This design comes from an exercise in tuning for small area and a short achievable clock period on the open sky130 flow, not from production work. Only simulation tests tie the RTL to the original design; equivalence was not proved.

==> flow/design.v, too long to show whole: its modules and the start of the top module <==
// module gardner_ted: 761 lines
// module loop_filter_pi: 311 lines
// module symbol_nco: 32 lines
// module timing_recovery_top: 39 lines
module timing_recovery_top (
  input  logic               clk,
  input  logic               reset_n,
  input  logic [31:0]        sample_i,     
  output logic [31:0]        sym_o,        
  output logic               sym_valid_o,
  output logic [18:0]        err_o,        
  output logic signed [11:0] ctrl_o
);
  // ...
==> flow/run.sh <==
#!/bin/bash
# synth_recipe.tcl (not shown) runs the flow's synth.tcl, then flattens the netlist and writes it again
# the make line also repeats each setting of config.mk as NAME=value (left out here)
make -C /OpenROAD-flow-scripts/flow DESIGN_CONFIG=/design/flow/config.mk WORK_HOME=/design/flow/orfs CLKGATE_MAP_FILE= SYNTH_SCRIPT=/design/flow/synth_recipe.tcl finish
==> flow/config.mk <==
export PLATFORM = sky130hd
export DESIGN_NAME = timing_recovery_top
export DESIGN_NICKNAME = timing_recovery_top
export VERILOG_FILES = /design/flow/design.v
export SDC_FILE = /design/flow/constraint.sdc
export NUM_CORES = 4
export LEC_CHECK = 0
export CAP_MARGIN = 20
export CORE_MARGIN = 2
export CORE_UTILIZATION = 40
export SETUP_SLACK_MARGIN = 5
export SLEW_MARGIN = 20
==> flow/constraint.sdc <==
create_clock -name core_clock -period 12.0 [get_ports {clk}]
set_input_delay 2.4000 -clock core_clock [delete_from_list [all_inputs] [get_ports {clk}]]
set_output_delay 2.4000 -clock core_clock [all_outputs]
set_load 0.01 [all_outputs]
==> out/qor.txt, run 1 <==
status - no timing/DRC/antenna violations
residual DRC count - 0
die area - 0.0625 mm²
MaxCap Viol Count - 0
Non-Clock Inverter Count - 229
hold path cells - 0
ClkCell Share - 0.0574
worst-path maximum fanout - 17
Crit Path Class - input pin to register
gr ovfl total - 0
Mapped Nets - 2590
Fin Hold WS - 0.319 ns
GRT busiest layer - met2
EDFF count, synth - 21
CP max stage delay - 0.89 ns
main combinational cell family by area after synthesis - adder cells
synth top area cells - dfxtp_1 34%, fa_1 17%, xnor2_1 7.0%
crit end category - register
Cells after DPL - 3019
Ys Warns - 4
Initial Util - 0.402
Top FF cell, synth - dfxtp_1
Finished Layout Cells - 3107
nets - 2644
Vias/cell - 5.35
CP top delay family - adder cells
crit path cell chain - clkdlybuf4s50_1, a22oi_1, xnor2_1, fa_1, fa_1, fa_1, fa_1, fa_1, inv_1, fa_1, fa_1, xnor2_1, xnor2_1
Top Ports - 98
Core Util, Final - 0.457
most frequent CP cell - fa_1
fin crit period - 6.99 ns
# H-tree levels - 2
RSZ-0062 raised after global routing - yes
Mapped Area - 0.0242 mm²
Synth Area in Compound Gates - 0.145
ant diodes - 1
most common cell after layout, fill and taps aside - dfxtp_1
met2 Resource Use GR - 0.324
max_slew headroom - 0.198
critical path launch point - sample_i[16]
post-cts resize count - 4
==> inputs of run 2 (changes only) <==
--- a/flow/design.v
+++ b/flow/design.v
@@ -39,18 +39,18 @@
       b0 = (k == 0) ? 1'b0 : g_q[2*k-1];
       b1 = g_q[2*k];
       b2 = g_q[2*k+1];
       one_q[k] = b0 ^ b1;
       two_q[k] = (b2 & ~b1 & ~b0) | (~b2 & b1 & b0);
       neg_q[k] = b2 & ~(b1 & b0);
     end
   end
-  logic pp_i0_1, pp_i0_2, pp_i0_3, pp_i0_4, pp_i0_5, pp_i0_6, pp_i0_7, pp_i0_8, pp_i0_9, pp_i0_10, pp_i0_11, pp_i0_12, pp_i0_13, pp_i0_14, pp_i0_15, pp_i0_16, pp_i0_17, pp_i1_18, pp_i1_19, pp_i1_20, pp_i1_21, pp_i1_22, pp_i1_23, pp_i1_24, pp_i1_25, pp_i1_26, pp_i1_27, pp_i1_28, pp_i1_29, pp_i1_30, pp_i1_31, pp_i1_32, pp_i1_33, pp_i1_34, pp_i2_35, pp_i2_36, pp_i2_37, pp_i2_38, pp_i2_39, pp_i2_40, pp_i2_41, pp_i2_42, pp_i2_43, pp_i2_44, pp_i2_45, pp_i2_46, pp_i2_47, pp_i2_48, pp_i2_49, pp_i2_50, pp_i2_51, pp_i3_52, pp_i3_53, pp_i3_54, pp_i3_55, pp_i3_56, pp_i3_57, pp_i3_58, pp_i3_59, pp_i3_60, pp_i3_61, pp_i3_62, pp_i3_63, pp_i3_64, pp_i3_65, pp_i3_66, pp_i4_67, pp_i4_68, pp_i4_69, pp_i4_70, pp_i4_71, pp_i4_72, pp_i4_73, pp_i4_74, pp_i4_75, pp_i4_76, pp_i4_77, pp_i4_78, pp_i4_79, pp_i5_80, pp_i5_81, pp_i5_82, pp_i5_83, pp_i5_84, pp_i5_85, pp_i5_86, pp_i5_87, pp_i5_88, pp_i5_89, pp_i5_90, pp_i6_91, pp_i6_92, pp_i6_93, pp_i6_94, pp_i6_95, pp_i6_96, pp_i6_97, pp_i6_98, pp_i6_99, pp_i7_100, pp_i7_101, pp_i7_102, pp_i7_103, pp_i7_104, pp_i7_105, pp_i7_106, pp_q0_107, pp_q0_108, pp_q0_109, pp_q0_110, pp_q0_111, pp_q0_112, pp_q0_113, pp_q0_114, pp_q0_115, pp_q0_116, pp_q0_117, pp_q0_118, pp_q0_119, pp_q0_120, pp_q0_121, pp_q0_122, pp_q0_123, pp_q1_124, pp_q1_125, pp_q1_126, pp_q1_127, pp_q1_128, pp_q1_129, pp_q1_130, pp_q1_131, pp_q1_132, pp_q1_133, pp_q1_134, pp_q1_135, pp_q1_136, pp_q1_137, pp_q1_138, pp_q1_139, pp_q1_140, pp_q2_141, pp_q2_142, pp_q2_143, pp_q2_144, pp_q2_145, pp_q2_146, pp_q2_147, pp_q2_148, pp_q2_149, pp_q2_150, pp_q2_151, pp_q2_152, pp_q2_153, pp_q2_154, pp_q2_155, pp_q2_156, pp_q2_157, pp_q3_158, pp_q3_159, pp_q3_160, pp_q3_161, pp_q3_162, pp_q3_163, pp_q3_164, pp_q3_165, pp_q3_166, pp_q3_167, pp_q3_168, pp_q3_169, pp_q3_170, pp_q3_171, pp_q3_172, pp_q4_173, pp_q4_174, pp_q4_175, pp_q4_176, pp_q4_177, pp_q4_178, pp_q4_179, pp_q4_180, pp_q4_181, pp_q4_182, pp_q4_183, pp_q4_184, pp_q4_185, pp_q5_186, pp_q5_187, pp_q5_188, pp_q5_189, pp_q5_190, pp_q5_191, pp_q5_192, pp_q5_193, pp_q5_194, pp_q5_195, pp_q5_196, pp_q6_197, pp_q6_198, pp_q6_199, pp_q6_200, pp_q6_201, pp_q6_202, pp_q6_203, pp_q6_204, pp_q6_205, pp_q7_206, pp_q7_207, pp_q7_208, pp_q7_209, pp_q7_210, pp_q7_211, pp_q7_212, hpr213, hpr214, hpr215, hpr216, hpr217, hpr218, hpr219, hpr220, hpr221, hpr222, hpr223, hpr224, hpr225, hpr226, hpr227, hpr228, hpr229, hpr230, hpr231, hpr232, hpr233, s234, c235, s236, c237, s238, c239, s240, c241, s242, c243, s244, c245, s246, c247, s248, c249, s250, c251, s252, c253, s254, c255, s256, c257, s258, c259, s260, c261, s262, c263, s264, c265, s266, c267, s268, c269, s270, c271, s272, c273, s274, c275, s276, c277, s278, c279, s280, c281, s282, c283, s284, c285, s286, c287, s288, c289, s290, c291, s292, c293, s294, c295, s296, c297, s298, c299, s300, c301, s302, c303, s304, c305, s306, c307, s308, c309, s310, c311, s312, c313, s314, c315, s316, c317, s318, c319, s320, c321, s322, c323, s324, c325, s326, c327, s328, c329, s330, c331, s332, c333, s334, c335, s336, c337, s338, c339, s340, c341, s342, c343, s344, c345, s346, c347, s348, c349, s350, c351, s352, c353, s354, c355, s356, c357, s358, c359, s360, c361, s362, c363, s364, c365, s366, c367, s368, c369, s370, c371, s372, c373, s374, c375, s376, c377, s378, c379, s380, c381, s382, c383, s384, c385, s386, c387, s388, c389, s390, c391, s392, c393, s394, c395, s396, c397, s398, c399, s400, c401, s402, c403, s404, c405, s406, c407, s408, c409, s410, c411, s412, c413, s414, c415, s416, c417, s418, c419, s420, c421, s422, c423, s424, c425, s426, c427, s428, c429, s430, c431, s432, c433, s434, c435, s436, c437, s438, c439, s440, c441, s442, c443, s444, c445, s446, c447, s448, c449, s450, c451, s452, c453, s454, c455, s456, c457, s458, c459, s460, c461, s462, c463, s464, c465, s466, c467, s468, c469, s470, c471, s472, c473, s474, c475, s476, c477, s478, c479, s480, c481, s482, c483, s484, c485, s486, c487, s488, c489, s490, c491, s492, c493, s494, c495, s496, c497, s498, c499, s500, c501, s502, c503, s504, c505, s506, c507, s508, c509, s510, c511, s512, c513, s514, c515, s516, c517, s518, c519, s520, c521, s522, c523, s524, c525, s526, c527, s528, c529, s530, c531, s532, c533, s534, c535, s536, c537, s538, c539, s540, c541, s542, c543, s544, c545, s546, c547, s548, c549, s550, c551, s552, c553, s554, c555, s556, c557, s558, c559, s560, c561, s562, c563, s564, c565, s566, c567, s568, c569, s570, c571, s572, c573, s574, c575, s576, c577, s578, c579, s580, c581, s582, c583, s584, c585, s586, c587, s588, c589, s590, c591, s592, c593, s594, c595, s596, c597, s598, c599, s600, c601, s602, c603, s604, c605, s606, c607, s608, c609, s610, c611, s612, c613, s614, c615, s616, c617, s618, c619, s620, c621, s622, c623, s624, c625, s626, c627, s628, c629, s630, c631, s632, c633, s634, c635, s636, c637, s638, c639, x640, x641, x642, x643, x644, x645, x646, x647, x648, x649, x650, x651, x652;
-  logic [48:0] t_q;   
+  logic pp_i0_1, pp_i0_2, pp_i0_3, pp_i0_4, pp_i0_5, pp_i0_6, pp_i0_7, pp_i0_8, pp_i0_9, pp_i0_10, pp_i0_11, pp_i0_12, pp_i0_13, pp_i0_14, pp_i0_15, pp_i0_16, pp_i0_17, pp_i1_18, pp_i1_19, pp_i1_20, pp_i1_21, pp_i1_22, pp_i1_23, pp_i1_24, pp_i1_25, pp_i1_26, pp_i1_27, pp_i1_28, pp_i1_29, pp_i1_30, pp_i1_31, pp_i1_32, pp_i1_33, pp_i1_34, pp_i2_35, pp_i2_36, pp_i2_37, pp_i2_38, pp_i2_39, pp_i2_40, pp_i2_41, pp_i2_42, pp_i2_43, pp_i2_44, pp_i2_45, pp_i2_46, pp_i2_47, pp_i2_48, pp_i2_49, pp_i2_50, pp_i2_51, pp_i3_52, pp_i3_53, pp_i3_54, pp_i3_55, pp_i3_56, pp_i3_57, pp_i3_58, pp_i3_59, pp_i3_60, pp_i3_61, pp_i3_62, pp_i3_63, pp_i3_64, pp_i3_65, pp_i3_66, pp_i4_67, pp_i4_68, pp_i4_69, pp_i4_70, pp_i4_71, pp_i4_72, pp_i4_73, pp_i4_74, pp_i4_75, pp_i4_76, pp_i4_77, pp_i4_78, pp_i4_79, pp_i5_80, pp_i5_81, pp_i5_82, pp_i5_83, pp_i5_84, pp_i5_85, pp_i5_86, pp_i5_87, pp_i5_88, pp_i5_89, pp_i5_90, pp_i6_91, pp_i6_92, pp_i6_93, pp_i6_94, pp_i6_95, pp_i6_96, pp_i6_97, pp_i6_98, pp_i6_99, pp_i7_100, pp_i7_101, pp_i7_102, pp_i7_103, pp_i7_104, pp_i7_105, pp_i7_106, pp_q0_107, pp_q0_108, pp_q0_109, pp_q0_110, pp_q0_111, pp_q0_112, pp_q0_113, pp_q0_114, pp_q0_115, pp_q0_116, pp_q0_117, pp_q0_118, pp_q0_119, pp_q0_120, pp_q0_121, pp_q0_122, pp_q0_123, pp_q1_124, pp_q1_125, pp_q1_126, pp_q1_127, pp_q1_128, pp_q1_129, pp_q1_130, pp_q1_131, pp_q1_132, pp_q1_133, pp_q1_134, pp_q1_135, pp_q1_136, pp_q1_137, pp_q1_138, pp_q1_139, pp_q1_140, pp_q2_141, pp_q2_142, pp_q2_143, pp_q2_144, pp_q2_145, pp_q2_146, pp_q2_147, pp_q2_148, pp_q2_149, pp_q2_150, pp_q2_151, pp_q2_152, pp_q2_153, pp_q2_154, pp_q2_155, pp_q2_156, pp_q2_157, pp_q3_158, pp_q3_159, pp_q3_160, pp_q3_161, pp_q3_162, pp_q3_163, pp_q3_164, pp_q3_165, pp_q3_166, pp_q3_167, pp_q3_168, pp_q3_169, pp_q3_170, pp_q3_171, pp_q3_172, pp_q4_173, pp_q4_174, pp_q4_175, pp_q4_176, pp_q4_177, pp_q4_178, pp_q4_179, pp_q4_180, pp_q4_181, pp_q4_182, pp_q4_183, pp_q4_184, pp_q4_185, pp_q5_186, pp_q5_187, pp_q5_188, pp_q5_189, pp_q5_190, pp_q5_191, pp_q5_192, pp_q5_193, pp_q5_194, pp_q5_195, pp_q5_196, pp_q6_197, pp_q6_198, pp_q6_199, pp_q6_200, pp_q6_201, pp_q6_202, pp_q6_203, pp_q6_204, pp_q6_205, pp_q7_206, pp_q7_207, pp_q7_208, pp_q7_209, pp_q7_210, pp_q7_211, pp_q7_212, hpr213, hpr214, hpr215, hpr216, hpr217, hpr218, hpr219, hpr220, hpr221, hpr222, hpr223, hpr224, hpr225, hpr226, hpr227, hpr228, hpr229, hpr230, hpr231, hpr232, hpr233, s234, c235, s236, c237, s238, c239, s240, c241, s242, c243, s244, c245, s246, c247, s248, c249, s250, c251, s252, c253, s254, c255, s256, c257, s258, c259, s260, c261, s262, c263, s264, c265, s266, c267, s268, c269, s270, c271, s272, c273, s274, c275, s276, c277, s278, c279, s280, c281, s282, c283, s284, c285, s286, c287, s288, c289, s290, c291, s292, c293, s294, c295, s296, c297, s298, c299, s300, c301, s302, c303, s304, c305, s306, c307, s308, c309, s310, c311, s312, c313, s314, c315, s316, c317, s318, c319, s320, c321, s322, c323, s324, c325, s326, c327, s328, c329, s330, c331, s332, c333, s334, c335, s336, c337, s338, c339, s340, c341, s342, c343, s344, c345, s346, c347, s348, c349, s350, c351, s352, c353, s354, c355, s356, c357, s358, c359, s360, c361, s362, c363, s364, c365, s366, c367, s368, c369, s370, c371, s372, c373, s374, c375, s376, c377, s378, c379, s380, c381, s382, c383, s384, c385, s386, c387, s388, c389, s390, c391, s392, c393, s394, c395, s396, c397, s398, c399, s400, c401, s402, c403, s404, c405, s406, c407, s408, c409, s410, c411, s412, c413, s414, c415, s416, c417, s418, c419, s420, c421, s422, c423, s424, c425, s426, c427, s428, c429, s430, c431, s432, c433, s434, c435, s436, c437, s438, c439, s440, c441, s442, c443, s444, c445, s446, c447, s448, c449, s450, c451, s452, c453, s454, c455, s456, c457, s458, c459, s460, c461, s462, c463, s464, c465, s466, c467, s468, c469, s470, c471, s472, c473, s474, c475, s476, c477, s478, c479, s480, c481, s482, c483, s484, c485, s486, c487, s488, c489, s490, c491, s492, c493, s494, c495, s496, c497, s498, c499, s500, c501, s502, c503, s504, c505, s506, c507, s508, c509, s510, c511, s512, c513, s514, c515, s516, c517, s518, c519, s520, c521, s522, c523, s524, c525, s526, c527, s528, c529, s530, c531, s532, c533, s534, c535, s536, c537, s538, c539, s540, c541, s542, c543, s544, c545, s546, c547, s548, c549, s550, c551, s552, c553, s554, c555, s556, c557, s558, c559, s560, c561, s562, c563, s564, c565, s566, c567, s568, c569, s570, c571, s572, c573, s574, c575, s576, c577, s578, c579, s580, c581, s582, c583, s584, c585, s586, c587, s588, c589, s590, c591, s592, c593, s594, c595, s596, c597, s598, c599, s600, c601, s602, c603, s604, c605, s606, c607, s608, c609, s610, c611, s612, c613, s614, c615, s616, c617, s618, c619, s620, c621, s622, c623, s624, c625, s626, c627, s628, c629, s630, c631, s632, c633, s634, c635, s636, c637, s638, c639, x640, x641, x642, x643, x644, x645, x646, x647, x648, s649, c650, s651, c652, s653, c654, s655, c656, s657, c658, s659, c660, s661, c662, s663, c664, s665, c666, s667, c668, s669, c670, s671, c672, x673, x674, x675, x676, x677;
+  logic [41:0] t_q;   
   assign pp_i0_1 = ((one_i[0] & m_i[0]) | (two_i[0] & 1'b0)) ^ neg_i[0];
   assign pp_i0_2 = ((one_i[0] & m_i[1]) | (two_i[0] & m_i[0])) ^ neg_i[0];
   assign pp_i0_3 = ((one_i[0] & m_i[2]) | (two_i[0] & m_i[1])) ^ neg_i[0];
   assign pp_i0_4 = ((one_i[0] & m_i[3]) | (two_i[0] & m_i[2])) ^ neg_i[0];
   assign pp_i0_5 = ((one_i[0] & m_i[4]) | (two_i[0] & m_i[3])) ^ neg_i[0];
   assign pp_i0_6 = ((one_i[0] & m_i[5]) | (two_i[0] & m_i[4])) ^ neg_i[0];
   assign pp_i0_7 = ((one_i[0] & m_i[6]) | (two_i[0] & m_i[5])) ^ neg_i[0];
   assign pp_i0_8 = ((one_i[0] & m_i[7]) | (two_i[0] & m_i[6])) ^ neg_i[0];
@@ -689,73 +689,93 @@
   assign x641 = pp_i3_66 ^ pp_i4_79 ^ pp_i5_90;
   assign x642 = pp_i6_99 ^ pp_i7_106 ^ pp_q2_157;
   assign x643 = pp_q3_172 ^ pp_q4_185 ^ pp_q5_196;
   assign x644 = pp_q6_205 ^ pp_q7_212 ^ c615;
   assign x645 = c617 ^ c619 ^ c621;
   assign x646 = c623 ^ c625 ^ c627;
   assign x647 = c629 ^ c631 ^ c633;
   assign x648 = c635 ^ c637 ^ c639;
-  assign x649 = t_q[40] ^ t_q[41] ^ t_q[42];
-  assign x650 = t_q[43] ^ t_q[44] ^ t_q[45];
-  assign x651 = t_q[46] ^ t_q[47] ^ t_q[48];
-  assign x652 = x649 ^ x650 ^ x651;
+  assign s649 = t_q[8] ^ t_q[9];
+  assign c650 = t_q[8] & t_q[9];
+  assign s651 = t_q[11] ^ t_q[12];
+  assign c652 = t_q[11] & t_q[12];
+  assign s653 = t_q[13] ^ t_q[14];
+  assign c654 = t_q[13] & t_q[14];
+  assign s655 = t_q[15] ^ t_q[16];
+  assign c656 = t_q[15] & t_q[16];
+  assign s657 = t_q[17] ^ t_q[18];
+  assign c658 = t_q[17] & t_q[18];
+  assign s659 = t_q[19] ^ t_q[20];
+  assign c660 = t_q[19] & t_q[20];
+  assign s661 = t_q[21] ^ t_q[22];
+  assign c662 = t_q[21] & t_q[22];
+  assign s663 = t_q[23] ^ t_q[24];
+  assign c664 = t_q[23] & t_q[24];
+  assign s665 = t_q[25] ^ t_q[26];
+  assign c666 = t_q[25] & t_q[26];
+  assign s667 = t_q[27] ^ t_q[28];
+  assign c668 = t_q[27] & t_q[28];
+  assign s669 = t_q[29] ^ t_q[30];
+  assign c670 = t_q[29] & t_q[30];
+  assign s671 = t_q[31] ^ t_q[32];
+  assign c672 = t_q[31] & t_q[32];
+  assign x673 = t_q[33] ^ t_q[34] ^ t_q[35];
+  assign x674 = t_q[36] ^ t_q[37] ^ t_q[38];
+  assign x675 = t_q[39] ^ t_q[40] ^ t_q[41];
+  assign x676 = c672 ^ x673 ^ x674;
+  assign x677 = x675 ^ x676;
+  logic [8:0] lo_sum;
+  assign lo_sum = {1'b0, {s310, s294, s278, s266, s254, s246, s238, s234}} + {1'b0, {s312, s296, s280, s268, s256, s248, s240, s236}};
   logic [20:0] err_full;
   logic        vld_q;
-  assign err_full = {x652, t_q[38], t_q[36], t_q[34], t_q[32], t_q[30], t_q[28], t_q[26], t_q[24], t_q[22], t_q[20], t_q[18], t_q[16], t_q[14], t_q[12], t_q[10], t_q[8], t_q[6], t_q[4], t_q[2], t_q[0]} + {1'b0, t_q[39], t_q[37], t_q[35], t_q[33], t_q[31], t_q[29], t_q[27], t_q[25], t_q[23], t_q[21], t_q[19], t_q[17], t_q[15], t_q[13], t_q[11], t_q[9], t_q[7], t_q[5], t_q[3], t_q[1]};
+  assign err_full = {x677, c670, c668, c666, c664, c662, c660, c658, c656, c654, c652, c650, t_q[10], t_q[7], t_q[6], t_q[5], t_q[4], t_q[3], t_q[2], t_q[1], t_q[0]} + {1'b0, s671, s669, s667, s665, s663, s661, s659, s657, s655, s653, s651, s649, 1'b0, 1'b0, 1'b0, 1'b0, 1'b0, 1'b0, 1'b0, 1'b0};
   always_ff @(posedge clk) begin
-    t_q[0] <= s234;
-    t_q[1] <= s236;
-    t_q[2] <= s238;
-    t_q[3] <= s240;
-    t_q[4] <= s246;
-    t_q[5] <= s248;
-    t_q[6] <= s254;
-    t_q[7] <= s256;
-    t_q[8] <= s266;
-    t_q[9] <= s268;
-    t_q[10] <= s278;
-    t_q[11] <= s280;
-    t_q[12] <= s294;
-    t_q[13] <= s296;
-    t_q[14] <= s310;
-    t_q[15] <= s312;
-    t_q[16] <= s330;
-    t_q[17] <= s332;
-    t_q[18] <= s350;
-    t_q[19] <= s352;
-    t_q[20] <= s374;
-    t_q[21] <= s376;
-    t_q[22] <= c377;
-    t_q[23] <= s400;
-    t_q[24] <= c401;
-    t_q[25] <= s428;
-    t_q[26] <= s454;
-    t_q[27] <= s456;
-    t_q[28] <= c457;
-    t_q[29] <= s488;
-    t_q[30] <= c489;
-    t_q[31] <= s520;
-    t_q[32] <= c521;
-    t_q[33] <= s552;
-    t_q[34] <= c553;
-    t_q[35] <= s582;
-    t_q[36] <= c583;
-    t_q[37] <= s612;
-    t_q[38] <= c613;
-    t_q[39] <= s638;
-    t_q[40] <= x640;
-    t_q[41] <= x641;
-    t_q[42] <= x642;
-    t_q[43] <= x643;
-    t_q[44] <= x644;
-    t_q[45] <= x645;
-    t_q[46] <= x646;
-    t_q[47] <= x647;
-    t_q[48] <= x648;
+    t_q[0] <= lo_sum[0];
+    t_q[1] <= lo_sum[1];
+    t_q[2] <= lo_sum[2];
+    t_q[3] <= lo_sum[3];
+    t_q[4] <= lo_sum[4];
+    t_q[5] <= lo_sum[5];
+    t_q[6] <= lo_sum[6];
+    t_q[7] <= lo_sum[7];
+    t_q[8] <= s330;
+    t_q[9] <= s332;
+    t_q[10] <= lo_sum[8];
+    t_q[11] <= s350;
+    t_q[12] <= s352;
+    t_q[13] <= s374;
+    t_q[14] <= s376;
+    t_q[15] <= c377;
+    t_q[16] <= s400;
+    t_q[17] <= c401;
+    t_q[18] <= s428;
+    t_q[19] <= s454;
+    t_q[20] <= s456;
+    t_q[21] <= c457;
+    t_q[22] <= s488;
+    t_q[23] <= c489;
+    t_q[24] <= s520;
+    t_q[25] <= c521;
+    t_q[26] <= s552;
+    t_q[27] <= c553;
+    t_q[28] <= s582;
+    t_q[29] <= c583;
+    t_q[30] <= s612;
+    t_q[31] <= c613;
+    t_q[32] <= s638;
+    t_q[33] <= x640;
+    t_q[34] <= x641;
+    t_q[35] <= x642;
+    t_q[36] <= x643;
+    t_q[37] <= x644;
+    t_q[38] <= x645;
+    t_q[39] <= x646;
+    t_q[40] <= x647;
+    t_q[41] <= x648;
     if (hp_load_i) hp_q <= err_full;
   end
   always_ff @(posedge clk) begin
     if (!reset_n) vld_q <= 1'b0;
     else          vld_q <= stb;
   end
   assign err_o       = {err_full[20:3], vld_q};
   assign sym_o       = dline[1];
==> flow/flow/run.sh (new file) <==
#!/bin/bash
# The standard layout (the standard.sh) with these make settings: SETUP_SLACK_MARGIN=7
# (ADDER_MAP_FILE empty leaves adders to ABC instead of full/half-adder cells;
# registers are mapped as in the standard synthesis. SETUP_SLACK_MARGIN makes the
# timing repair aim for that much setup slack.)
set -euo pipefail
bash standard.sh SETUP_SLACK_MARGIN=7 finish > standard_flow.log 2>&1
==> flow/standard.sh (new file) <==
#!/bin/bash
# synth_recipe.tcl (not shown) runs the flow's synth.tcl, then flattens the netlist and writes it again
# the make line also repeats each setting of config.mk as NAME=value (left out here)
make -C /OpenROAD-flow-scripts/flow DESIGN_CONFIG=/design/flow/config.mk WORK_HOME=/design/flow/orfs CLKGATE_MAP_FILE= SYNTH_SCRIPT=/design/flow/synth_recipe.tcl "${@:-finish}"
==> flow/config.mk (replaced) <==
export PLATFORM = sky130hd
export DESIGN_NAME = timing_recovery_top
export DESIGN_NICKNAME = timing_recovery_top
export VERILOG_FILES = /design/flow/design.v
export SDC_FILE = /design/flow/constraint.sdc
export NUM_CORES = 4
export LEC_CHECK = 0
export CAP_MARGIN = 20
export CORE_MARGIN = 2
export CORE_UTILIZATION = 40
export SLEW_MARGIN = 20
removed: flow/run.sh
==> run 2 against run 1 <==
Still clean on timing, DRC and antenna. Utilization up 5.9 points. Worst setup slack better by 1.2 ns. Via count up 0.67%. Sequential share of layout area down 3.1 points. Clock skew down 0.0046 ns. Worst hold slack better by 0.0021 ns. Critical endpoint is now u_ted.t_q[28]. Largest cell class unchanged. Highest routed layer unchanged.
==> out/qor.txt, run 2 <==
Top FF cell, synth - dfxtp_1
Wirelength per Cell - 21.5 µm
Mapped Nets - 2546 (-1.7%)
Cells after DPL - 2958 (-2.0%)
via count - 16700
Vias/cell - 5.27 (-1.5%)
max reg flops - 320
crit end category - register
ant diodes - 0 (-1)
period utilization - 0.482
max_slew headroom - 0.384 (+0.186)
root buf cell - clkbuf_16
MaxCap Viol Count - 0 (unchanged)
most common cell after layout, fill and taps aside - dfxtp_1
clock buffer depth - 3
commonest cells in the netlist - 408 x dfxtp_1, 247 x inv_1, 206 x fa_1
Largest Register - u_ted.dline
fin area - 0.0299 mm²
Core Util, Final - 0.516 (+0.0591)
Hold Fails Final Rpt - 0
CTS Buf Count - 45
worst skew pair latency - 0.59 ns
Synth area leader - dfxtp_1
post-placement cell area - 0.0255 mm²
nets - 2740 (+3.6%)
Area Overhead vs Synth - 27.2%
Fin Clk Skew - 0.0127 ns
clk sink count - 429
Least-Margin Pin Slew - 0.917 ns
Tot GR Track Use - 0.224
synth unique cells - 75
commonest non-fill, non-tap cells in the layout - 400 x dfxtp_1, 197 x inv_1, 165 x xnor2_1
Hold Crit Class - register to register
TritonCTS clock tree - built
ratio of cells with drive above 1 in the final layout - 0.278
final slew viol count - 0
antenna violations before repair - 1
most common cell in the synthesized netlist - dfxtp_1
setup TNS - 0 ns
core footprint - 0.0579 mm²
die width - 246 µm
# H-tree levels - 2 (unchanged)
largest net degree at the start of global routing - 35
Finished Layout Cells - 3174 (+2.2%)
die height - 246 µm
crit path launch type - input pin
worst-path maximum fanout - 4 (-13)
IO buf count - 97
final setup vio count - 0
fin crit period - 5.79 ns (-1.20 ns)
Mapped Area - 0.0235 mm² (-2.8%)
Peak Freq - 173 MHz
post-synthesis sequential area ratio - 0.374
first-pass GRT wire length - 104000 µm
Mapped Avg Cell Area - 10.8 µm²
Crit Path Class - input pin to register
Ys Warns - 4 (unchanged)
#FFs+latches synth - 429
vias in the first global route - 17500
# rows - 88
Largest regs - u_ted.dline (320), u_ted.t_q (42), u_ted.hp_q (21)
cell count after synthesis - 2178
drt total wl - 68100 µm
Top Ports - 98 (unchanged)
synth top area cells - dfxtp_1 35%, fa_1 18%, xnor2_1 6.9%
RSZ-0062 raised after global routing - yes
HPWL Detailed - 46000 µm
status - no timing/DRC/antenna violations
residual DRC count - 0 (unchanged)
initial DRC count - 1275
die area - 0.0607 mm² (-2.8%)
Async SR Flop Fraction - 0
gr ovfl total - 0 (unchanged)
top cell type's share of synthesized area - 0.347
EDFF count, synth - 21 (unchanged)
post-route ant nets - 0
Initial Util - 0.406 (+0.00350)
TritonRoute pass-1 iters - 6
clock-pin slew on the worst setup and hold paths - 0.06 ns
Worst EP arrival - 6.25 ns
GP Congestion - 0.913
CP required - 12.46 ns
run 2: repair_timing:
action | in CTS | in global routing
setup buffers | 100 | 28
gates resized for setup | 457 | 171
pin swaps | 131 | 129
cloned | 2 | 1
hold buffers | 0 | 0
setup endpoints to repair | 56 | 61
run 2: worst max-delay path: stages:
cell	delay (ns)
buf_6	0.10
buf_12	0.11
buf_12	0.13
buf_6	0.11
a22oi_2	0.17
xnor2_2	0.10
fa_2	0.58
inv_2	0.04
fa_1	0.49
inv_1	0.05
fa_1	0.46
fa_1	0.52
inv_1	0.05
fa_1	0.51
fa_2	0.43
run 2: layout make-up:
class                           instances  area, µm²
Multi-Input combinational cell       1373      14900
Fill cell                            5085      28000
Inverter                              250        963
Sequential cell                       429       8810
Tap cell                              765        957
Clock buffer                           56       1240
Timing Repair Buffer                  273       2640
Clock inverter                         28        337
run 2: through the flow:
stage | setup slack (ns) | hold slack (ns)
5_1_grt | 6.10 | 0.324
3_5_place_dp | 4.87 | 0.312
4_1_cts | 6.12 | 0.319
6_report | 6.21 | 0.321
3_3_place_gp | 4.92 | 0.311
2_1_floorplan | 5.89 | 0.310
run 2: worst paths after layout:
| path | startpoint | to | slack, ns | cells past startpoint |
|---|---|---|---|---|
| max reg2reg | u_nco.strobe_q | u_ted.t_q[41] | 6.35 | 20 |
| min | u_ted.dline[5][27] | u_ted.dline[6][27] | 0.32 | 0 |
| max | sample_i[20] | u_ted.t_q[28] | 6.21 | 15 |
| min reg2reg | u_ted.dline[5][27] | u_ted.dline[6][27] | 0.32 | 0 |
run 2: cells by family after synthesis:
family,synth area share
multiplexers,0.0289
AND/OR/NAND/NOR,0.0517
buffers and inverters,0.0645
AO/OA/AOI/OAI,0.137
adder cells (fa/ha/maj),0.244
XOR/XNOR,0.0999
flip-flops,0.374
run 2: routing by layer:
metal  global-route usage  part of all wire  vias up
met4                0.114             0.059        0
met2                0.375              0.48      598
li1                     -                 -     7682
met5                    0                 0        -
met3               0.0326             0.055      191
met1                0.283              0.41     8259
==> inputs of run 3 (changes only) <==
==> flow/flow/run.sh (replaced) <==
#!/bin/bash
# The standard layout (the standard.sh) with these make settings: ADDER_MAP_FILE= SETUP_SLACK_MARGIN=7
# (ADDER_MAP_FILE empty leaves adders to ABC instead of full/half-adder cells;
# registers are mapped as in the standard synthesis. SETUP_SLACK_MARGIN makes the
# timing repair aim for that much setup slack.)
set -euo pipefail
bash standard.sh ADDER_MAP_FILE= SETUP_SLACK_MARGIN=7 finish > standard_flow.log 2>&1
==> run 3 against run 2 <==
Sequential share of layout area fell by 3.5 points. Die area rose by 11%. Clock skew rose by 0.028 ns. Clock-buffer cell count increased by 7. Utilization up 1.2 points. Register-to-register slack gained 0.68 ns. Final area grew 14%. Sequential cell count did not move. Worst hold slack worse by 0.015 ns. Global-route usage is 1.5 points higher. Critical path type unchanged. Critical endpoint is now u_ted.t_q[41].
==> out/qor.txt, run 3 <==
status - no timing/DRC/antenna violations
CP max stage delay - 0.48 ns (-0.10 ns)
Tot GR Track Use - 0.240 (+0.0153)
Mapped Avg Cell Area - 9.02 µm² (-16%)
first-pass GRT wire length - 125000 µm (+21%)
worst skew pair latency - 0.61 ns (+0.02 ns)
commonest non-fill, non-tap cells in the layout - 468 x xnor2_1, 388 x dfxtp_1, 236 x nor2_1
period utilization - 0.428 (-0.0549)
antenna violations before repair - 1 (unchanged)
post-route ant nets - 0 (unchanged)
crit path launch type - input pin
fin crit period - 5.13 ns (-0.659 ns)
Synth area leader - dfxtp_1
post-synthesis sequential area ratio - 0.336 (-0.0383)
CTS Buf Count - 45 (unchanged)
TritonRoute pass-1 iters - 6 (unchanged)
Largest Register - u_ted.dline
IO buf count - 97 (unchanged)
GP Congestion - 0.954 (+4.5%)
residual DRC count - 0 (unchanged)
# H-tree levels - 2 (unchanged)
Hold Fails Final Rpt - 0 (unchanged)
most common cell in the synthesized netlist - xnor2_1
Vias/cell - 5.60 (+6.2%)
vias in the first global route - 21000 (+20%)
core footprint - 0.0646 mm² (+12%)
top cell type's share of synthesized area - 0.312 (-0.0356)
wl on met1 - 35400 µm (+27%)
Setup WS pre-CTS - 5.28 ns (+0.406 ns)
setup TNS - 0 ns (unchanged)
WL met3 - 5430 µm (+46%)
Top FF cell, synth - dfxtp_1
commonest cells in the netlist - 583 x xnor2_1, 408 x dfxtp_1, 253 x nor2_1
Fin Clk Skew - 0.0410 ns (+0.0283 ns)
die area - 0.0675 mm² (+11%)
RSZ-0062 raised after global routing - yes
hold buffers post-CTS - 0 (unchanged)
Wirelength per Cell - 21.1 µm (-1.5%)
met2 WL post-DR - 38400 µm (+18%)
EDFF count, synth - 21 (unchanged)
max_slew headroom - 0.285 (-0.0997)
CP max stage cell - xor3_2
final slew viol count - 0 (unchanged)
root buf cell - clkbuf_16
ratio of cells with drive above 1 in the final layout - 0.289 (+0.0118)
final setup vio count - 0 (unchanged)
Initial Util - 0.405 (about the same)
nets - 3094 (+13%)
Top Ports - 98 (unchanged)
final worst setup slack - 6.87 ns (+0.659 ns)
worst-path maximum fanout - 14 (+10)
Worst EP arrival - 5.60 ns (-0.65 ns)
clock buffer depth - 3 (unchanged)
Peak Freq - 195 MHz (+13%)
#FFs+latches synth - 429 (unchanged)
most common cell after layout, fill and taps aside - xnor2_1
via count - 22100 (+32%)
die width - 260 µm (+5.5%)
MaxCap Viol Count - 0 (unchanged)
clk sink count - 429 (unchanged)
crit path cell chain - buf_4, xnor2_2, a221oi_4, xor2_2, xnor2_2, maj3_2, xor3_2, xnor2_2, xnor2_2, and2_4, o21ba_2, o21a_1, nor2_1, a211oi_2, xor2_1
TritonCTS clock tree - built
HPWL Detailed - 54500 µm (+18%)
die height - 260 µm (+5.5%)
Area Overhead vs Synth - 30.3%
synth top area cells - dfxtp_1 31%, xnor2_1 20%, maj3_1 5.5%
Ys Warns - 4 (unchanged)
Mapped Area - 0.0262 mm² (+11%)
most frequent CP cell - xnor2_2
largest net degree at the start of global routing - 71 (+100%)
cell count after synthesis - 2903 (+33%)
initial DRC count - 1719 (+35%)
crit end category - register
CP required - 12.47 ns (about the same)
ant diodes - 0 (unchanged)
Least-Margin Pin Slew - 1.07 ns (+0.148 ns)
Fill cells - 5665 (+11%)
Hold Crit Class - register to register
Crit Path Class - input pin to register
max reg flops - 320 (unchanged)
clock-pin slew on the worst setup and hold paths - 0.07 ns (about the same)
# rows - 93 (+5.7%)
synth unique cells - 98 (+31%)
Async SR Flop Fraction - 0 (unchanged)
Largest regs - u_ted.dline (320), u_ted.t_q (42), u_ted.hp_q (21)
Mapped Nets - 2937 (+15%)
gr ovfl total - 0 (unchanged)
highest routed layer - met5
drt total wl - 83500 µm (+23%)
==> run 3: cell types whose count changed in the layout (fill, tap and decap cells not counted), moves of 80 or more <==
| cell | before | now |
|---|---|---|
| fa_1 | 132 | 0 |
| nor2_1 | 45 | 236 |
| xnor2_1 | 165 | 468 |
| maj3_2 | 0 | 100 |
| ha_1 | 89 | 0 |
| inv_1 | 197 | 42 |
| a22oi_1 | 121 | 16 |
| xnor2_2 | 21 | 103 |
| nand2_1 | 62 | 142 |
==> run 3: timing repair <==
action | 4_1_cts | 5_1_grt
setup endpoints to repair | 63 | 47
cloned | 15 | 2
setup buffers | 102 | 60
hold endpoints to repair | 0 | 0
resized for setup | 483 | 204
pin swaps | 116 | 140
==> run 3: path summary, 6_finish.rpt <==
check / cells after the start / end / slack (ns) / from
worst max-delay path: 15 / u_ted.t_q[41] / 6.87 / sample_i[28]
worst min-delay path: 0 / u_ted.dline[3][30] / 0.31 / u_ted.dline[2][30]
worst max register to register: 17 / u_ted.t_q[41] / 7.03 / u_nco.strobe_q
worst min register to register: 0 / u_ted.dline[3][30] / 0.31 / u_ted.dline[2][30]
==> run 3: final cells by class <==
class / count / area [µm²] / area share
well taps: 855 / 1070 / 0.0314
inverters: 50 / 195 / 0.00572
flip-flops and latches: 429 / 8860 / 0.260
clock buffers: 63 / 1330 / 0.0389
repair buffers: 324 / 3360 / 0.0985
clock inverters: 19 / 196 / 0.00576
multi-input cells: 2210 / 19100 / 0.560
==> run 3: worst max-delay path: cells and delay by family <==
family          cells  cell delay (ns)
compound gates      4             0.86
xor+xnor            7             1.56
fa+ha+maj           1             0.25
buf+inv             1             0.20
simple gates        2             0.31
==> run 3: cells by family after synthesis <==
kind of cell / Yosys count / share of synthesized area
buffers and inverters: 264 / 0.0460
multiplexers: 60 / 0.0269
XOR/XNOR: 725 / 0.247
flip-flops: 429 / 0.336
adder cells (fa/ha/maj): 170 / 0.0662
AO/OA/AOI/OAI: 588 / 0.158
AND/OR/NAND/NOR: 667 / 0.120
==> run 3: per-stage QoR <==
step           cells  hold slack [ns]  instance area, µm²  utilization
2_1_floorplan   2903            0.310               27400            -
3_3_place_gp    3689            0.310               28300        0.439
3_5_place_dp    3689            0.312               28300        0.439
4_1_cts         3888            0.323               32600        0.505
5_1_grt         3950            0.322               34100        0.528
6_report        3950            0.307               34100        0.528
==> run 3: layer usage <==
layer,global-route usage,vias to the layer above
met1,0.310,10700
met2,0.389,757
met5,0,-
li1,-,10400
met4,0.116,2
met3,0.0376,194
==> inputs of run 4 (changes only) <==
==> flow/flow/run.sh (replaced) <==
#!/bin/bash
# The standard layout (the standard.sh) with these make settings: SETUP_SLACK_MARGIN=9
# (ADDER_MAP_FILE empty leaves adders to ABC instead of full/half-adder cells;
# registers are mapped as in the standard synthesis. SETUP_SLACK_MARGIN makes the
# timing repair aim for that much setup slack.)
set -euo pipefail
bash standard.sh SETUP_SLACK_MARGIN=9 finish > standard_flow.log 2>&1
==> run 4 against run 3 <==
Clock skew down 0.017 ns. Area after synthesis down 10%. Worst setup slack worse by 0.56 ns. Final cell count down 19%. Via count down 23%. Clock-buffer cell count down 2. Global-route usage down 1.2 points. First-iteration DRC count down 26%. Die area down 10%. Wire length down 18%. Critical path type unchanged.
==> out/qor.txt, run 4 <==
status - no timing/DRC/antenna violations
worst skew pair latency - 0.58 ns (-0.03 ns)
Async SR Flop Fraction - 0 (unchanged)
post-placement cell area - 0.0260 mm² (-8.3%)
Hold Crit Class - register to register
crit path launch type - input pin
buffers and inverters on the worst path - 7 (+6)
Mapped Avg Cell Area - 10.8 µm² (+20%)
Peak Freq - 176 MHz (-9.8%)
core footprint - 0.0579 mm² (-10%)
Mapped Nets - 2546 (-13%)
antenna violations before repair - 1 (unchanged)
# H-tree levels - 2 (unchanged)
residual DRC count - 0 (unchanged)
CP max stage delay - 0.53 ns (+0.05 ns)
GP Congestion - 0.917 (-3.9%)
crit end category - register
cell count after synthesis - 2178 (-25%)
via count - 16900 (-23%)
setup TNS - 0 ns (unchanged)
max reg flops - 320 (unchanged)
die area - 0.0607 mm² (-10%)
CTS Buf Count - 46 (+2.2%)
# rows - 88 (-5.4%)
Least-Margin Pin Slew - 0.925 ns (-0.140 ns)
die height - 246 µm (-5.2%)
Initial Util - 0.406 (about the same)
most frequent CP cell - fa_1
worst-path maximum fanout - 5 (-9)
clock-pin slew on the worst setup and hold paths - 0.08 ns (about the same)
Tot GR Track Use - 0.228 (-0.0117)
Synth area leader - dfxtp_1
RSZ-0062 raised after global routing - yes
MaxCap Viol Count - 0 (unchanged)
commonest non-fill, non-tap cells in the layout - 353 x dfxtp_1, 198 x inv_1, 161 x xnor2_1
final slew viol count - 0 (unchanged)
Area Overhead vs Synth - 32.5%
period utilization - 0.474 (+0.0465)
ratio of cells with drive above 1 in the final layout - 0.365 (+0.0756)
Crit Path Class - input pin to register
CP required - 12.45 ns (-0.02 ns)
largest net degree at the start of global routing - 29 (-59%)
initial DRC count - 1268 (-26%)
#FFs+latches synth - 429 (unchanged)
Mapped Area - 0.0235 mm² (-10%)
vias in the first global route - 17500 (-17%)
CP top delay family - adder cells
fin area - 0.0311 mm² (-8.8%)
EDFF count, synth - 21 (unchanged)
TritonCTS clock tree - built
Largest Register - u_ted.dline
Vias/cell - 5.29 (-5.5%)
HPWL Detailed - 46000 µm (-16%)
die width - 246 µm (-5.2%)
most common cell after layout, fill and taps aside - dfxtp_1
Top Ports - 98 (unchanged)
most common cell in the synthesized netlist - dfxtp_1
TritonRoute pass-1 iters - 6 (unchanged)
top cell type's share of synthesized area - 0.347 (+0.0356)
Ys Warns - 4 (unchanged)
fin crit period - 5.69 ns (+0.557 ns)
Largest regs - u_ted.dline (320), u_ted.t_q (42), u_ted.hp_q (21)
clk sink count - 429 (unchanged)
final setup vio count - 0 (unchanged)
IO buf count - 97 (unchanged)
ant diodes - 0 (unchanged)
post-route ant nets - 0 (unchanged)
max_slew headroom - 0.379 (+0.0942)
drt total wl - 68700 µm (-18%)
synth top area cells - dfxtp_1 35%, fa_1 18%, xnor2_1 6.9%
CP max stage cell - fa_2
Worst EP arrival - 6.14 ns (+0.54 ns)
Wirelength per Cell - 21.4 µm (+1.5%)
first-pass GRT wire length - 105000 µm (-16%)
gr ovfl total - 0 (unchanged)
root buf cell - clkbuf_16
post-synthesis sequential area ratio - 0.374 (+0.0383)
Top FF cell, synth - dfxtp_1
commonest cells in the netlist - 408 x dfxtp_1, 247 x inv_1, 206 x fa_1
nets - 2771 (-10%)
Hold Fails Final Rpt - 0 (unchanged)
crit path cell chain - buf_12, buf_12, buf_4, a22oi_2, xnor2_2, fa_1, inv_2, fa_2, inv_2, fa_1, fa_1, inv_1, fa_1, inv_1, fa_2
synth unique cells - 75 (-23%)
clock buffer depth - 3 (unchanged)
Fin Clk Skew - 0.0240 ns (-0.0170 ns)
## run 4: path summary, 6_finish.rpt
kind | start | endpoint | slack [ns] | cells past startpoint
worst min-delay path | u_ted.dline[8][25] | u_ted.dline[9][25] | 0.31 | 0
worst min register to register | u_ted.dline[8][25] | u_ted.dline[9][25] | 0.31 | 0
worst max-delay path | sample_i[20] | u_ted.t_q[28] | 6.31 | 15
worst max register to register | u_nco.strobe_q | u_ted.t_q[41] | 6.46 | 15
## run 4: layout make-up
class / count / area (µm²)
well taps: 765 / 957
repair buffers: 303 / 3090
clock inverters: 22 / 297
multi-input cells: 1373 / 15600
flip-flops and latches: 429 / 8910
fillers: 4966 / 26800
clock buffers: 61 / 1300
inverters: 250 / 972
## run 4: metrics by stage
stage,utilization,hold WS (ns),setup WS [ns],std cells
3_3_place_gp,0.449,0.310,4.85,2942
2_1_floorplan,-,0.310,5.89,2178
5_1_grt,0.538,0.324,6.23,3203
3_5_place_dp,0.449,0.312,4.79,2942
4_1_cts,0.521,0.322,6.34,3152
6_report,0.538,0.313,6.31,3203
## run 4: logic make-up (layout without fill, tap and decap cells)
group / Yosys count / in the layout / synth area share
multiplexers: 67 / 67 / 0.0289
AO/OA/AOI/OAI: 459 / 459 / 0.137
adder cells (fa/ha/maj): 334 / 334 / 0.244
XOR/XNOR: 268 / 268 / 0.0999
flip-flops: 429 / 429 / 0.374
buffers and inverters: 376 / 636 / 0.0645
AND/OR/NAND/NOR: 245 / 245 / 0.0517
## run 4: repair_timing
action	4_1_cts	5_1_grt
pin swaps	163	119
gates resized for setup	881	131
hold buffers	0	0
buffers inserted	122	49
setup endpoints to repair	146	135
gates cloned	5	2
## run 4: routing by layer
metal / part of all wire / track usage / routed length (µm) / vias to the layer above
met1: 0.45 / 0.318 / 31200 / 8532
met2: 0.45 / 0.363 / 31200 / 556
li1: - / - / - / 7749
met5: 0 / 0 / 0 / -
met3: 0.064 / 0.0422 / 4420 / 107
met4: 0.026 / 0.0613 / 1820 / 0
==> inputs of run 5 (changes only) <==
==> flow/flow/run.sh (replaced) <==
#!/bin/bash
set -euo pipefail
bash standard.sh SETUP_SLACK_MARGIN=6.4 finish > standard_flow.log 2>&1
==> run 5 against run 4 <==
Synthesized cell count unchanged. Clock skew is 0.016 ns higher. First-iteration DRC count down 34%. Register-to-register slack got worse by 0.02 ns. Via count fell by 4.2%. Clock-buffer cell count decreased by 10. Final area fell by 9.4%. Critical path depth is 1 lower. Still clean on timing, DRC and antenna. Wire length shrank 8.0%. Final cell count decreased by 4.0%. Utilization decreased by 5.0 points.
==> out/qor.txt, run 5 <==
status - no timing/DRC/antenna violations
Synth area leader - dfxtp_1
Peak Freq - 176 MHz (+0.13%)
critical path launch point - sample_i[17]
synth unique cells - 75 (unchanged)
Finished Layout Cells - 3075 (-4.0%)
reg2reg start - u_nco.strobe_q
clock buffer depth - 3 (unchanged)
HPWL Detailed - 45300 µm (-1.6%)
synth top area cells - dfxtp_1 35%, fa_1 18%, xnor2_1 6.9%
worst r2r path cells - 15 (unchanged)
CTS Buf Count - 45 (-2.2%)
post-synthesis sequential area ratio - 0.374 (unchanged)
Async SR Flop Fraction - 0 (unchanged)
# rows - 88 (unchanged)
Ys Warns - 4 (unchanged)
commonest non-fill, non-tap cells in the layout - 404 x dfxtp_1, 220 x inv_1, 169 x xnor2_1
period utilization - 0.473 (-0.000622)
max reg flops - 320 (unchanged)
initial DRC count - 841 (-34%)
vias in the first global route - 17000 (-2.7%)
Least-Margin Pin Slew - 1.03 ns (+0.103 ns)
GP Congestion - 0.896 (-2.3%)
Mapped Avg Cell Area - 10.8 µm² (unchanged)
first-pass GRT wire length - 99400 µm (-5.8%)
via count - 16200 (-4.2%)
hold path cells - 0 (unchanged)
CP required - 12.46 ns (about the same)
commonest cells in the netlist - 408 x dfxtp_1, 247 x inv_1, 206 x fa_1
reg2reg end - u_ted.t_q[28]
Crit Path Class - input pin to register
Mapped Area - 0.0235 mm² (unchanged)
crit end category - register
Cells after DPL - 2944 (+0.068%)
r2r setup slk - 6.44 ns (-0.02 ns)
drt total wl - 63200 µm (-8.0%)
Initial Util - 0.406 (unchanged)
Hold Crit Class - register to register
Hold Fails Final Rpt - 0 (unchanged)
TritonRoute pass-1 iters - 5 (-1)
RSZ-0062 raised after global routing - yes
gr ovfl total - 0 (unchanged)
final slew viol count - 0 (unchanged)
ratio of cells with drive above 1 in the final layout - 0.193 (-0.172)
Worst EP arrival - 6.14 ns (about the same)
clk sink count - 429 (unchanged)
die height - 246 µm (unchanged)
Largest Register - u_ted.dline
post-route ant nets - 0 (unchanged)
Vias/cell - 5.28 (-0.26%)
#FFs+latches synth - 429 (unchanged)
Top FF cell, synth - dfxtp_1
clock-pin slew on the worst setup and hold paths - 0.06 ns (-0.02 ns)
setup TNS - 0 ns (unchanged)
residual DRC count - 0 (unchanged)
die area - 0.0607 mm² (unchanged)
largest net degree at the start of global routing - 33 (+14%)
TritonCTS clock tree - built
EDFF count, synth - 21 (unchanged)
Largest regs - u_ted.dline (320), u_ted.t_q (42), u_ted.hp_q (21)
Top Ports - 98 (unchanged)
Hold Crit Start - u_nco.la_q[0]
hold buffers post-CTS - 0 (unchanged)
Tot GR Track Use - 0.212 (-0.0164)
fin area - 0.0282 mm² (-9.4%)
die width - 246 µm (unchanged)
Mapped Nets - 2546 (unchanged)
cell count after synthesis - 2178 (unchanged)
fin crit period - 5.68 ns (-0.00746 ns)
worst-path maximum fanout - 4 (-1)
core footprint - 0.0579 mm² (unchanged)
most common cell in the synthesized netlist - dfxtp_1
crit path launch type - input pin
top cell type's share of synthesized area - 0.347 (unchanged)
Min-Delay Endpoint - u_nco.la_q[1]
ant diodes - 0 (unchanged)
max_slew headroom - 0.313 (-0.0658)
IO buf count - 97 (unchanged)
antenna violations before repair - 1 (unchanged)
most common cell after layout, fill and taps aside - dfxtp_1
post-placement cell area - 0.0253 mm² (-2.8%)
# H-tree levels - 2 (unchanged)
Fin Clk Skew - 0.0398 ns (+0.0158 ns)
worst skew pair latency - 0.60 ns (+0.02 ns)
MaxCap Viol Count - 0 (unchanged)
Area Overhead vs Synth - 20.1%
root buf cell - clkbuf_16
nets - 2647 (-4.5%)
Wirelength per Cell - 20.6 µm (-4.2%)
final setup vio count - 0 (unchanged)
[run 5: changes by cell type in the layout (fill, tap and decap cells not counted), sizes merged]
cell	before	now
inv	250	251
clkinvlp	8	7
bufinv	6	5
clkdlybuf4s15	1	0
bufbuf	4	0
buf	296	114
dlygate4sd2	0	2
clkbuf	63	53
clkinv	8	14
clkdlybuf4s50	0	62
[run 5: layout make-up]
type,count,area [µm²]
Tap cell,765,957
Sequential cell,429,8800
Multi-Input combinational cell,1373,14200
Clock inverter,27,340
Fill cell,5317,29700
Clock buffer,51,1190
Inverter,250,953
Timing Repair Buffer,180,1740
[run 5: worst max-delay path by stage]
stage | endpoint | cells past startpoint | slack (ns)
after global placement | u_ted.t_q[28] | 11 | 4.79
final | u_ted.t_q[41] | 14 | 6.32
after global routing | u_ted.t_q[41] | 18 | 6.25
after CTS | u_ted.t_q[41] | 14 | 6.23
after floorplan | u_ted.t_q[41] | 16 | 5.89
after detailed placement | u_ted.t_q[28] | 12 | 4.73
[run 5: kinds of logic after synthesis]
family                   count (synthesis)  share of synthesized area
XOR/XNOR                               268                     0.0999
flip-flops                             429                      0.374
buffers and inverters                  376                     0.0645
adder cells (fa/ha/maj)                334                      0.244
AND/OR/NAND/NOR                        245                     0.0517
multiplexers                            67                     0.0289
AO/OA/AOI/OAI                          459                      0.137
[run 5: metrics by stage]
stage          setup slack, ns   util  hold WS (ns)
3_5_place_dp              4.73  0.436         0.312
6_report                  6.32  0.487         0.288
3_3_place_gp              4.79  0.436         0.310
2_1_floorplan             5.89      -         0.310
5_1_grt                   6.25  0.487         0.319
4_1_cts                   6.23  0.474         0.281
[run 5: worst max-delay path, cell delays in order]
cell and delay [ns]:
buf_6 0.10, buf_12 0.13, a22oi_2 0.22, xnor2_2 0.16
fa_2 0.49, fa_2 0.40, fa_2 0.35, fa_2 0.37
fa_1 0.52, inv_2 0.04, fa_2 0.33, fa_2 0.36
xnor2_2 0.15, xnor2_1 0.12
[run 5: metal layers]
| metal | wire (µm) | global-route usage |
|---|---|---|
| met4 | 2490 | 0.0813 |
| met1 | 27100 | 0.278 |
| met2 | 30600 | 0.352 |
| met3 | 3060 | 0.0294 |
| met5 | 0 | 0 |
[run 5: what timing repair did]
| item | in CTS | in global routing |
|---|---|---|
| endpoints found under the hold margin | 0 | 0 |
| pin swaps | 40 | 76 |
| setup buffers | 37 | 15 |
| endpoints found under the setup margin | 50 | 34 |
| gates cloned | 0 | 0 |
| resized for setup | 304 | 143 |
==> inputs of run 6 (changes only) <==
==> flow/run.sh (new file) <==
#!/bin/bash
# synth_recipe.tcl (not shown) runs the flow's synth.tcl, then flattens the netlist and writes it again
# the make line also repeats each setting of config.mk as NAME=value (left out here)
make -C /OpenROAD-flow-scripts/flow DESIGN_CONFIG=/design/flow/config.mk WORK_HOME=/design/flow/orfs CLKGATE_MAP_FILE= SYNTH_SCRIPT=/design/flow/synth_recipe.tcl finish
--- a/flow/config.mk
+++ b/flow/config.mk
@@ -10,2 +10,3 @@
 export CORE_UTILIZATION = 40
+export SETUP_SLACK_MARGIN = 5
 export SLEW_MARGIN = 20
removed: flow/flow/run.sh
removed: flow/standard.sh
==> run 6 against run 5 <==
Still clean on timing, DRC and antenna. Sequential share of layout area up 1.5 points. Area after synthesis unchanged. Register-to-register slack worse by 1.0 ns. Critical path depth down 1. Maximum frequency down 16%. Die area unchanged. Final cell count down 1.2%. Non-clock buffer count down 43. Critical endpoint unchanged. Largest cell class unchanged.
==> out/qor.txt, run 6 <==
# rows - 88 (unchanged)
root buf cell - clkbuf_16
clock-pin slew on the worst setup and hold paths - 0.06 ns (about the same)
Tot GR Track Use - 0.212 (about the same)
hold buffers post-CTS - 0 (unchanged)
Initial Util - 0.406 (unchanged)
Core Util, Final - 0.465 (-0.0224)
max reg flops - 320 (unchanged)
worst-path maximum fanout - 14 (+10)
CP required - 12.46 ns (about the same)
CP max stage cell - clkdlybuf4s50_1
Least-Margin Pin Slew - 1.13 ns (+0.101 ns)
Mapped Nets - 2546 (unchanged)
HPWL Detailed - 46600 µm (+3.0%)
# H-tree levels - 2 (unchanged)
met2 WL post-DR - 29300 µm (-4.3%)
highest routed layer - met4
commonest non-fill, non-tap cells in the layout - 406 x dfxtp_1, 246 x inv_1, 206 x fa_1
Hold Crit Start - u_ted.dline[3][28]
Largest regs - u_ted.dline (320), u_ted.t_q (42), u_ted.hp_q (21)
Ys Warns - 4 (unchanged)
WL met3 - 3550 µm (+16%)
TritonCTS clock tree - built
Min-Delay Endpoint - u_ted.dline[4][28]
clock buffer depth - 3 (unchanged)
post-placement cell area - 0.0252 mm² (-0.45%)
first-pass GRT wire length - 98100 µm (-1.3%)
EDFF count, synth - 21 (unchanged)
Hold Fails Final Rpt - 0 (unchanged)
die height - 246 µm (unchanged)
post-route ant nets - 0 (unchanged)
largest net degree at the start of global routing - 33 (unchanged)
Largest Register - u_ted.dline
Synth area leader - dfxtp_1
clk sink count - 429 (unchanged)
Top Ports - 98 (unchanged)
Mapped Avg Cell Area - 10.8 µm² (unchanged)
Peak Freq - 147 MHz (-16%)
setup TNS - 0 ns (unchanged)
residual DRC count - 0 (unchanged)
Hold Crit Class - register to register
vias in the first global route - 16400 (-3.5%)
wl on met1 - 27800 µm (+2.8%)
most common cell in the synthesized netlist - dfxtp_1
#FFs+latches synth - 429 (unchanged)
post-synthesis sequential area ratio - 0.374 (unchanged)
Wirelength per Cell - 20.6 µm (+0.35%)
ant diodes - 0 (unchanged)
worst r2r path cells - 18 (+3)
crit path launch type - input pin
period utilization - 0.566 (+0.0930)
Area Overhead vs Synth - 14.6%
final slew viol count - 0 (unchanged)
via count - 15800 (-2.5%)
Fill cells - 5376 (+1.1%)
cell count after synthesis - 2178 (unchanged)
TritonRoute pass-1 iters - 6 (+1)
Fin Clk Skew - 0.0301 ns (-0.00966 ns)
reg2reg end - u_ted.t_q[41]
ratio of cells with drive above 1 in the final layout - 0.0730 (-0.120)
max_slew headroom - 0.242 (-0.0714)
synth top area cells - dfxtp_1 35%, fa_1 18%, xnor2_1 6.9%
gr ovfl total - 0 (unchanged)
Crit Path Class - input pin to register
Vias/cell - 5.20 (-1.4%)
Top FF cell, synth - dfxtp_1
most frequent CP cell - fa_1
nets - 2605 (-1.6%)
r2r setup slk - 5.43 ns (-1.01 ns)
RSZ-0062 raised after global routing - no
core footprint - 0.0579 mm² (unchanged)
CTS Buf Count - 46 (+2.2%)
drt total wl - 62700 µm (-0.82%)
Async SR Flop Fraction - 0 (unchanged)
status - no timing/DRC/antenna violations
die area - 0.0607 mm² (unchanged)
worst skew pair latency - 0.60 ns (about the same)
crit path cell chain - clkdlybuf4s50_1, a22oi_1, xnor2_1, fa_1, fa_1, fa_1, fa_1, fa_1, inv_1, fa_1, fa_1, xnor2_1, xnor2_1
initial DRC count - 1112 (+32%)
MaxCap Viol Count - 0 (unchanged)
commonest cells in the netlist - 408 x dfxtp_1, 247 x inv_1, 206 x fa_1
IO buf count - 97 (unchanged)
hold path cells - 0 (unchanged)
Mapped Area - 0.0235 mm² (unchanged)
antenna violations before repair - 0 (-1)
CP max stage delay - 0.90 ns (+0.38 ns)
Finished Layout Cells - 3039 (-1.2%)
final setup vio count - 0 (unchanged)
most common cell after layout, fill and taps aside - dfxtp_1
Cells after DPL - 2950 (+0.20%)
synth unique cells - 75 (unchanged)
fin area - 0.0269 mm² (-4.6%)
crit end category - register
top cell type's share of synthesized area - 0.347 (unchanged)
reg2reg start - u_nco.strobe_q
Worst EP arrival - 7.26 ns (+1.12 ns)
fin crit period - 6.80 ns (+1.12 ns)
GP Congestion - 0.919 (+2.5%)
die width - 246 µm (unchanged)
-- run 6: cells by family after synthesis --
family	synth area share
AOI/OAI and AO/OA	0.137
DFF	0.374
buffers and inverters	0.0645
adders and majority gates	0.244
xor gates and xnor gates	0.0999
and+or+nand+nor	0.0517
muxes	0.0289
-- run 6: how the worst max path moves through the flow --
stage | from | cells past startpoint | endpoint
after floorplan | sample_i[20] | 14 | u_ted.t_q[41]
after global placement | sample_i[21] | 13 | u_ted.t_q[41]
after detailed placement | sample_i[21] | 13 | u_ted.t_q[41]
after CTS | u_nco.strobe_q | 17 | u_ted.t_q[41]
after global routing | sample_i[25] | 13 | u_ted.t_q[41]
final | sample_i[25] | 13 | u_ted.t_q[41]
-- run 6: cell type report --
type / instances / area (µm²) / area share
Multi-Input combinational cell: 1373 / 13200 / 0.491
Inverter: 250 / 942 / 0.0350
Timing Repair Buffer: 137 / 1290 / 0.0479
Clock inverter: 25 / 418 / 0.0155
Tap cell: 765 / 957 / 0.0355
Sequential cell: 429 / 8800 / 0.327
Clock buffer: 60 / 1280 / 0.0477
-- run 6: routing by layer --
layer,vias to the layer above,global-route usage
met1,7783,0.282
met3,125,0.0393
met2,491,0.342
li1,7413,-
met5,-,0
met4,0,0.0773
-- run 6: worst max-delay path: cells and delay by family --
kind | cells | cell delay (ns)
xor+xnor | 3 | 0.50
compound gates | 1 | 0.22
buf+inv | 2 | 0.95
fa+ha+maj | 7 | 3.17
-- run 6: stage by stage --
step	setup slack (ns)	hold WS (ns)
after floorplan	5.29	0.310
after global placement	4.54	0.310
after detailed placement	4.48	0.312
after CTS	5.10	0.320
after global routing	5.02	0.329
final	5.20	0.319
-- run 6: what timing repair did --
item,4_1_cts,5_1_grt
resized for setup,0,11
setup buffers,0,2
endpoints found under the hold margin,0,0
setup endpoints to repair,0,4

## separate check: timing with driven ports
The flow's constraints put no driver on any port. The routed layouts listed below were extracted and timed again, unchanged, in two steps.
Step 1: set_driving_cell puts a clkbuf_16 on clk and a buf_2 on each other input, an assumption about the parent block.
Step 2 adds t to the input delays and takes it off the output delays; t is the mean of the earliest and latest rising clock arrival at the registers after step 1. Input paths then give back, and output paths get back, about the clock's delay inside the block.
a / b / c = no drivers / after step 1 / after step 2; a / b = the first two.
run | shift t [ns] | setup slack, ns | clock arrival spread, ns | slew at the worst register clock pin (ns) | worst data-port slew with drivers (ns)
run 1 | 0.635 | 5.011 / 5.041 / 4.405 | 0.021 / 0.021 | 0.06 / 0.06 | 0.04
run 2 | 0.646 | 6.210 / 6.244 / 5.598 | 0.014 / 0.014 | 0.07 / 0.07 | 0.05
run 3 | 0.653 | 6.870 / 6.887 / 6.241 | 0.045 / 0.045 | 0.07 / 0.07 | 0.07
run 4 | 0.633 | 6.312 / 6.329 / 5.696 | 0.026 / 0.025 | 0.08 / 0.08 | 0.07
run 5 | 0.641 | 6.320 / 6.348 / 5.710 | 0.041 / 0.041 | 0.07 / 0.07 | 0.07
run 6 | 0.644 | 5.203 / 5.227 / 4.583 | 0.031 / 0.030 | 0.08 / 0.08 | 0.07
After both steps every run listed still meets setup and hold. For run 3, which loses most, drivers alone change the setup slack by +0.017 ns; drivers and shift together by -0.629 ns.
